From an optimization exercise on the open Yosys and OpenROAD flow, aimed at small area, a short achievable clock period and few clock cycles; shortcuts taken in it are not production practice. RTL that was checked went through simulation tests only; none was proved equivalent to the original. Power and IR drop assume default switching activity.

==> flow/design.v <==
package cache_geom_pkg;
    localparam int WORD_W          = 32;
    localparam int WORDS_PER_BLOCK = 4;
    localparam int OFFSET_W     = 2;
    localparam int BLOCK_ADDR_W = 28;     
    localparam int TAG_W        = BLOCK_ADDR_W;
    localparam int BLOCK_W = WORDS_PER_BLOCK * WORD_W;
endpackage
`timescale 1ns/1ps
module cache_tag_store
(
    input  logic                              clk,
    input  logic                              proc_reset,
    input  logic [cache_geom_pkg::TAG_W-1:0]  addr_tag,
    input  logic                              tag_we,
    output logic                              hit
);
    logic                             valid;
    logic [cache_geom_pkg::TAG_W-1:0] tag;
    assign hit = valid && (tag == addr_tag);
    always_ff @(posedge clk)
    begin
        if (proc_reset)
        begin
            valid <= 1'b0;
        end
        else if (tag_we)
        begin
            valid <= 1'b1;
        end
    end
    always_ff @(posedge clk)
    begin
        if (tag_we)
        begin
            tag <= addr_tag;
        end
    end
endmodule
`timescale 1ns/1ps
module cache_data_store
(
    input  logic                                 clk,
    input  logic [cache_geom_pkg::OFFSET_W-1:0]  addr_offset,
    input  logic                                 proc_write,
    input  logic [cache_geom_pkg::WORD_W-1:0]    wdata,
    input  logic                                 fill_we,
    input  logic [cache_geom_pkg::BLOCK_W-1:0]   fill_block,
    output logic [cache_geom_pkg::BLOCK_W-1:0]   line_block
);
    localparam int W = cache_geom_pkg::WORD_W;
    always_ff @(posedge clk)
    begin
        for (int k = 0; k < cache_geom_pkg::WORDS_PER_BLOCK; k++)
        begin
            if (proc_write && addr_offset == k)
            begin
                line_block[k*W +: W] <= wdata;
            end
            else if (fill_we)
            begin
                line_block[k*W +: W] <= fill_block[k*W +: W];
            end
        end
    end
endmodule
`timescale 1ns/1ps
module cache_controller
(
    input  logic                                     clk,
    input  logic                                     proc_reset,
    input  logic                                     proc_read,
    input  logic                                     proc_write,
    input  logic [cache_geom_pkg::OFFSET_W-1:0]      addr_offset,
    input  logic                                     hit,
    input  logic [cache_geom_pkg::BLOCK_W-1:0]       line_block,
    input  logic [cache_geom_pkg::BLOCK_W-1:0]       mem_rdata,
    input  logic                                     mem_ready,
    output logic                                     fill_we,
    output logic [cache_geom_pkg::WORD_W-1:0]        proc_rdata,
    output logic                                     proc_stall,
    output logic                                     mem_read,
    output logic                                     mem_write,
    output logic [cache_geom_pkg::BLOCK_W-1:0]       mem_wdata
);
    localparam int W = cache_geom_pkg::WORD_W;
    logic line_merged;
    assign fill_we = mem_ready && !hit;
    assign mem_read  = (proc_read || proc_write) && !hit;
    assign mem_write = line_merged;
    assign mem_wdata = line_block;
    always_ff @(posedge clk)
    begin
        if (proc_reset)
        begin
            line_merged <= 1'b0;
        end
        else
        begin
            line_merged <= proc_write && (hit || mem_ready) && !(line_merged && mem_ready);
        end
    end
    always_comb
    begin
        if (mem_ready)
        begin
            proc_rdata = mem_rdata[addr_offset*W +: W];
        end
        else
        begin
            proc_rdata = line_block[addr_offset*W +: W];
        end
    end
    assign proc_stall = !(proc_read ? (hit || mem_ready) : (line_merged && mem_ready));
endmodule
`timescale 1ns/1ps
module cache_top
(
    input  logic                    clk,
    input  logic                    proc_reset,
    input  logic                    proc_read,
    input  logic                    proc_write,
    input  logic [29:0]             proc_addr,
    input  logic [cache_geom_pkg::WORD_W-1:0]       proc_wdata,
    output logic [cache_geom_pkg::WORD_W-1:0]       proc_rdata,
    output logic                    proc_stall,
    output logic                    mem_read,
    output logic                    mem_write,
    output logic [cache_geom_pkg::BLOCK_ADDR_W-1:0] mem_addr,
    output logic [cache_geom_pkg::BLOCK_W-1:0]      mem_wdata,
    input  logic [cache_geom_pkg::BLOCK_W-1:0]      mem_rdata,
    input  logic                    mem_ready
);
    logic [cache_geom_pkg::TAG_W-1:0]    addr_tag;
    logic [cache_geom_pkg::OFFSET_W-1:0] addr_offset;
    logic               hit;
    logic               fill_we;
    logic [cache_geom_pkg::BLOCK_W-1:0] line_block;
    assign {addr_tag, addr_offset} = proc_addr;
    assign mem_addr = addr_tag;
    cache_tag_store u_tag_store (
        .clk        (clk),
        .proc_reset (proc_reset),
        .addr_tag   (addr_tag),
        .tag_we     (fill_we),
        .hit        (hit)
    );
    cache_data_store u_data_store (
        .clk         (clk),
        .addr_offset (addr_offset),
        .proc_write  (proc_write),
        .wdata       (proc_wdata),
        .fill_we     (fill_we),
        .fill_block  (mem_rdata),
        .line_block  (line_block)
    );
    cache_controller u_controller (
        .clk         (clk),
        .proc_reset  (proc_reset),
        .proc_read   (proc_read),
        .proc_write  (proc_write),
        .addr_offset (addr_offset),
        .hit         (hit),
        .line_block  (line_block),
        .mem_rdata   (mem_rdata),
        .mem_ready   (mem_ready),
        .fill_we     (fill_we),
        .proc_rdata  (proc_rdata),
        .proc_stall  (proc_stall),
        .mem_read    (mem_read),
        .mem_write   (mem_write),
        .mem_wdata   (mem_wdata)
    );
endmodule
Settings: LEC_CHECK=0, CAP_MARGIN=20, CORE_MARGIN=2, CORE_UTILIZATION=45, SETUP_SLACK_MARGIN=2.8, SLEW_MARGIN=20; clock period 6.0 ns.
run.sh (not shown) runs the stock make flow with config.mk's settings and CLKGATE_MAP_FILE= SYNTH_SCRIPT=/design/flow/synth_recipe.tcl, a recipe that flattens the netlist after the stock synthesis.
Change:
==> flow/flow/run.sh (new file) <==
#!/bin/bash
# standard layout, with plain buf_1 cells as the port buffers
set -euo pipefail
bash standard.sh finish BUFFER_PORTS_ARGS="-buffer_cell sky130_fd_sc_hd__buf_1" > standard_flow.log 2>&1
==> flow/standard.sh (new file) <==
#!/bin/bash
# synth_recipe.tcl (not shown) runs the flow's synth.tcl, then flattens the netlist and writes it again
# the make line also repeats each setting of config.mk as NAME=value (left out here)
make -C /OpenROAD-flow-scripts/flow DESIGN_CONFIG=/design/flow/config.mk WORK_HOME=/design/flow/orfs CLKGATE_MAP_FILE= SYNTH_SCRIPT=/design/flow/synth_recipe.tcl "${@:-finish}"
--- a/flow/config.mk
+++ b/flow/config.mk
@@ -9,4 +9,5 @@
 export CORE_MARGIN = 2
 export CORE_UTILIZATION = 45
-export SETUP_SLACK_MARGIN = 2.8
+export CTS_BUF_LIST = sky130_fd_sc_hd__clkbuf_4 sky130_fd_sc_hd__clkbuf_8
+export SETUP_SLACK_MARGIN = 2.2
 export SLEW_MARGIN = 20
removed: flow/run.sh
The changed run finished with timing, DRC and antenna clean.
Area after synthesis is unchanged.
Design area falls by about 22%.
Die area does not change.
Worst hold slack is better by 0.023 ns.
Routed wire length falls by 13%.
Power falls by 19%.
Clock power falls by 31%.
Global-route usage falls by 4.1 points.
Via count falls by 4.7%.
Change:
==> flow/flow/run.sh (replaced) <==
#!/bin/bash
# standard layout, with plain buf_1 cells as the port buffers, and the
# standard synthesis with a delay-targeted ABC mapping script
set -euo pipefail
W=$(pwd)
cat > "$W/my_synth.tcl" <<EOT
proc abc {args} {
  set i [lsearch -exact \$args -script]
  if { \$i >= 0 } { lset args [expr {\$i+1}] $W/flow/abc_fast.script }
  yosys abc {*}\$args
}
source $W/synth_recipe.tcl
EOT
bash standard.sh SYNTH_SCRIPT="$W/my_synth.tcl" BUFFER_PORTS_ARGS="-buffer_cell sky130_fd_sc_hd__buf_1" finish > standard_flow.log 2>&1
==> flow/flow/abc_fast.script (new file) <==
strash
&get -n
&st
&dch
&nf -D 500
&put
topo
stime -c
buffer -c
upsize -c -D 500
dnsize -c -D 500
Routed wire length shrinks by 1.8%.
Setup slack improved by 0.035 ns.
Power climbs by 3.8%.
Clock power rose by 12%.
Area after synthesis barely changes.
Utilization shrinks by 0.46 points.
Worst hold slack gets better by 0.027 ns.
Register-to-register slack gains 0.42 ns.
Final area shrinks by 0.80%.
Die area is about the same.
Change:
==> flow/flow/run.sh (replaced) <==
#!/bin/bash
# standard layout, with plain buf_1 cells as the port buffers
set -euo pipefail
bash standard.sh finish BUFFER_PORTS_ARGS="-buffer_cell sky130_fd_sc_hd__buf_1" > standard_flow.log 2>&1
--- a/flow/config.mk
+++ b/flow/config.mk
@@ -9,5 +9,4 @@
 export CORE_MARGIN = 2
 export CORE_UTILIZATION = 45
-export CTS_BUF_LIST = sky130_fd_sc_hd__clkbuf_4 sky130_fd_sc_hd__clkbuf_8
-export SETUP_SLACK_MARGIN = 2.2
+export SETUP_SLACK_MARGIN = 2.8
 export SLEW_MARGIN = 20
removed: flow/flow/abc_fast.script
Result: Total power rises by about 13%. Routed wire length rises by about 10%. Clock power rises by 31%. First-iteration DRC count rises by about 7%. Setup slack improved by 0.0034 ns.
No run of this note included a check of the RTL's function; only the layout flow was run.

run 1:
Another version of the RTL of cache_top (not shown whole).
For scale: roughly 780 cells after synthesis, about 390 I/O pins.
clock: 6.0 ns
lec_check: 0
cap_margin: 20
core_margin: 2
core_utilization: 45
cts_buf_list: sky130_fd_sc_hd__clkbuf_4 sky130_fd_sc_hd__clkbuf_8
setup_slack_margin: 2.5
slew_margin: 20
synth_hierarchical: 1
standard.sh (not shown) runs the stock make flow with config.mk's settings and CLKGATE_MAP_FILE= SYNTH_SCRIPT=/design/flow/synth_recipe.tcl, a recipe that flattens the netlist after the stock synthesis.
==> flow/flow/run.sh <==
#!/bin/bash
# standard layout, with plain buf_1 cells as the port buffers
set -euo pipefail
bash standard.sh finish BUFFER_PORTS_ARGS="-buffer_cell sky130_fd_sc_hd__buf_1" > standard_flow.log 2>&1
Run 1 went all the way through synthesis, placement and routing and the layout is clean on timing, DRC and antenna.
Testbench counts of run 1, summed over its fixed seeds: cycles 62,883.
> inputs changed (run 1 -> run 2)
Settings: CORE_UTILIZATION: 45 -> 65.
==> flow/flow/run.sh <==
#!/bin/bash
# standard layout, with plain buf_1 cells as the port buffers, and slow
# low-power inverters and buffer-pairs kept out of timing repair
set -euo pipefail
W=$(pwd)
PLAT_DONT_USE=$(make -s -C "$FLOW_HOME" DESIGN_CONFIG="$W/config.mk" WORK_HOME="$W/orfs" print-DONT_USE_CELLS | sed -n 's/^DONT_USE_CELLS: *//p')
EXTRA="sky130_fd_sc_hd__clkinvlp_2 sky130_fd_sc_hd__clkinvlp_4 sky130_fd_sc_hd__bufbuf_8 sky130_fd_sc_hd__bufbuf_16 sky130_fd_sc_hd__clkdlybuf4s15_1 sky130_fd_sc_hd__clkdlybuf4s15_2 sky130_fd_sc_hd__clkdlybuf4s18_1 sky130_fd_sc_hd__clkdlybuf4s18_2 sky130_fd_sc_hd__clkdlybuf4s25_1 sky130_fd_sc_hd__clkdlybuf4s25_2 sky130_fd_sc_hd__clkdlybuf4s50_1 sky130_fd_sc_hd__clkdlybuf4s50_2"
echo "DONT_USE_CELLS=$PLAT_DONT_USE $EXTRA" > dont_use.log
bash standard.sh finish DONT_USE_CELLS="$PLAT_DONT_USE $EXTRA" BUFFER_PORTS_ARGS="-buffer_cell sky130_fd_sc_hd__buf_1" > standard_flow.log 2>&1
Run 2 -> run 1: number of hold-repair buffers added at the cts stage delta 0, exact match
[compare] base=run 1 new=run 2: shortest period the worst path allows lower, amount of wire on met3 after detailed routing shows an increase of 19%, pre-CTS setup slack has decreased, area of the core region has decreased.
Comparing run 2 and run 1, final period utilization is higher on run 1.
For the global-route track usage on met1, run 2 came in 11 points higher than run 1 did.
Maximum clock frequency went up by a few percent going from run 1 to run 2.
Run 2 did not stop at any stage, and its layout met the timing, DRC and antenna checks.
Combined area of the multi-input logic cells delta for run 2 relative to run 1: about 5% lower
Height of the chip | run 2 below run 1
The following lists how run 3 was set up differently from run 2:
Settings: CORE_UTILIZATION: 65 -> 45.
### Flow results
- Higher proportion of total power due to net switching among run 3 and run 2: run 3
- Synthesized-area fraction occupied by and/or/nand/nor cells: run 3 vs run 2 identical
- Final area sits higher in run 3 than in run 2.
- Higher final critical path time including I/O delays and setup among run 3 and run 2: run 2
- Post-layout utilization of the core delta for run 3 relative to run 2: 23 points lower
- Sort run 3 and run 2 by power dissipated by switching net loads desc -> top: run 3
- When run 3 is set beside run 2, its via count turns out to be 5.1% smaller.
- Run 2 -> run 3: clock transition time at the flip-flop clock pins of the worst setup and hold paths flat
Here is what was changed in the inputs of run 4 compared with run 3.
Settings: changing SETUP_SLACK_MARGIN from 2.5 to 2.6.
### Flow results
The global-route wire length before repair on run 4 is in line with that on run 3. Between run 4 and run 3, the area share of buffers outside the clock network does not differ in any meaningful way. On multi-input logic area, the lower figure sits with run 3, not run 4. Relative to run 3, the total power of run 4 is higher by about 0.47%. Delta (run 4 minus run 3): area of all sequential standard cells closely matched the old numbers; final worst-path setup slack increased by 37 ps relative to the old numbers; buffering stage count on the worst path with inverters included increased by 2 relative to the old numbers; quantity of gates resized following cts increased by about 65% relative to the old numbers. In the tables for run 4 and run 3, first-iteration DRC count reads lower with run 4. Between run 4 and run 3, the count of buffers not belonging to the clock network in the layout figures differ only marginally.
Modified inputs, run 5 compared to run 4
Settings: swapping 2.6 for 2.7 in SETUP_SLACK_MARGIN.
### Flow results
- Run 5 — number of vias after detailed routing 2.9% higher, run 4 as reference
- Comparing run 5 with run 4, the post-detailed-route DRC marker count came out essentially unchanged.
- The more densely filled core belongs to run 5, not run 4.
- Going from run 4 to run 5, global routing usage on met1 moved up; final area moved up; share of the cycle needed by the critical path after routing moved down; routed wire length moved up; post-detailed-route wirelength per cell moved up.

Starting RTL as in the previous note.
clock: 6.0 ns
lec_check: 0
cap_margin: 20
core_margin: 2
core_utilization: 45
cts_buf_list: sky130_fd_sc_hd__clkbuf_4 sky130_fd_sc_hd__clkbuf_8
setup_slack_margin: 2.0
slew_margin: 20
synth_hierarchical: 1
==> flow/flow/run.sh <==
#!/bin/bash
# standard layout, with plain buf_1 cells as the port buffers, and slow
# low-power inverters and buffer-pairs kept out of timing repair
set -euo pipefail
W=$(pwd)
PLAT_DONT_USE=$(make -s -C "$FLOW_HOME" DESIGN_CONFIG="$W/config.mk" WORK_HOME="$W/orfs" print-DONT_USE_CELLS | sed -n 's/^DONT_USE_CELLS: *//p')
EXTRA="sky130_fd_sc_hd__clkinvlp_2 sky130_fd_sc_hd__clkinvlp_4 sky130_fd_sc_hd__bufbuf_8 sky130_fd_sc_hd__bufbuf_16 sky130_fd_sc_hd__clkdlybuf4s15_1 sky130_fd_sc_hd__clkdlybuf4s15_2 sky130_fd_sc_hd__clkdlybuf4s18_1 sky130_fd_sc_hd__clkdlybuf4s18_2 sky130_fd_sc_hd__clkdlybuf4s25_1 sky130_fd_sc_hd__clkdlybuf4s25_2 sky130_fd_sc_hd__clkdlybuf4s50_1 sky130_fd_sc_hd__clkdlybuf4s50_2"
echo "DONT_USE_CELLS=$PLAT_DONT_USE $EXTRA" > dont_use.log
bash standard.sh finish DONT_USE_CELLS="$PLAT_DONT_USE $EXTRA" BUFFER_PORTS_ARGS="-buffer_cell sky130_fd_sc_hd__buf_1" > standard_flow.log 2>&1
The baseline finished with timing, DRC and antenna clean.
Testbench counts at the start, summed over its fixed seeds: cycles 62,883.
Next try:
==> flow/flow/run.sh (replaced) <==
#!/bin/bash
# standard layout, with plain buf_1 cells as the port buffers
set -euo pipefail
bash standard.sh finish BUFFER_PORTS_ARGS="-buffer_cell sky130_fd_sc_hd__buf_1" > standard_flow.log 2>&1
Settings changed: SETUP_SLACK_MARGIN 2.0 to 2.8.
Effect:
- total power climbs by about 2.2%
- combinational power climbs by about 19%
- register-to-register slack improves by 0.38 ns
Next try:
==> flow/flow/run.sh (replaced) <==
#!/bin/bash
# standard layout, with plain buf_1 cells as the port buffers, and slow
# low-power inverters and buffer-pairs kept out of timing repair
set -euo pipefail
W=$(pwd)
PLAT_DONT_USE=$(make -s -C "$FLOW_HOME" DESIGN_CONFIG="$W/config.mk" WORK_HOME="$W/orfs" print-DONT_USE_CELLS | sed -n 's/^DONT_USE_CELLS: *//p')
EXTRA="sky130_fd_sc_hd__clkinvlp_2 sky130_fd_sc_hd__clkinvlp_4 sky130_fd_sc_hd__bufbuf_8 sky130_fd_sc_hd__bufbuf_16 sky130_fd_sc_hd__clkdlybuf4s15_1 sky130_fd_sc_hd__clkdlybuf4s15_2 sky130_fd_sc_hd__clkdlybuf4s18_1 sky130_fd_sc_hd__clkdlybuf4s18_2 sky130_fd_sc_hd__clkdlybuf4s25_1 sky130_fd_sc_hd__clkdlybuf4s25_2 sky130_fd_sc_hd__clkdlybuf4s50_1 sky130_fd_sc_hd__clkdlybuf4s50_2"
echo "DONT_USE_CELLS=$PLAT_DONT_USE $EXTRA" > dont_use.log
bash standard.sh finish DONT_USE_CELLS="$PLAT_DONT_USE $EXTRA" BUFFER_PORTS_ARGS="-buffer_cell sky130_fd_sc_hd__buf_1" > standard_flow.log 2>&1
Settings changed: CTS_CLUSTER_DIAMETER from default to 100, CTS_CLUSTER_SIZE from default to 30, SETUP_SLACK_MARGIN 2.8 to 2.5.
Outcome: Power is lower by about 2%. Via count came out lower by about 1.7%. Design area goes down by 10%. Fmax stays flat. Count of clock-buffer cells in the layout does not change. Worst hold slack barely changes. Die area stays flat. Synthesized cell count does not change. Sequential cell count stays the same. Worst setup slack loses 0.010 ns. Combinational power went down by 15%.
Next try:
Settings changed: CTS_BUF_LIST sky130_fd_sc_hd__clkbuf_4 sky130_fd_sc_hd__clkbuf_8 to sky130_fd_sc_hd__clkbuf_8, CTS_CLUSTER_DIAMETER 100 to 200, CTS_CLUSTER_SIZE 30 to 40.
Result: Combinational power stays flat; first-iteration DRC count does not change; worst hold slack stays the same; total power does not change.

-- static timing again, ports no longer ideal --
No port has a modelled driver above. Below, the same layouts with a new extraction and two added sets of constraints. Step 1 assumes that a clkbuf_16 drives the clock port and a buf_2 every other input. Step 2 times the ports against the registers' clock, not the clock port: input delays grow and output delays shrink by t, the midpoint of the rising clock arrivals with the driver on. Three values: ideal, step 1, step 2; two values: the first two.
run	t, ns	setup slack, ns	worst data-port slew with drivers (ns)	cell pins on the clock port's net
the first run of note 1	0.472	2.178 / 1.933 / 1.933	0.30	1
the second run of note 1	0.477	2.196 / 2.157 / 2.129	0.11	1
the third run of note 1	0.484	2.231 / 2.085 / 2.085	0.17	1
the fourth run of note 1	0.466	2.234 / 1.879 / 1.879	0.37	1
run 1	0.492	2.443 / 2.368 / 2.368	0.16	1
run 2	0.487	2.524 / 2.437 / 2.434	0.09	1
run 3	0.491	2.564 / 2.489 / 2.393	0.07	1
run 4	0.490	2.602 / 2.513 / 2.340	0.08	1
run 5	0.490	2.669 / 2.510 / 2.318	0.21	1
the first run of note 3	0.491	2.167 / 2.109 / 2.024	0.06	1
the second run of note 3	0.490	2.574 / 2.474 / 2.474	0.16	1
the third run of note 3	0.491	2.564 / 2.489 / 2.393	0.07	1
the fourth run of note 3	0.491	2.564 / 2.489 / 2.393	0.07	1
After both steps setup and hold are still met in every run listed. For the fourth run of note 1, which loses most, drivers alone change the setup slack by -0.355 ns; drivers and shift together by -0.355 ns.
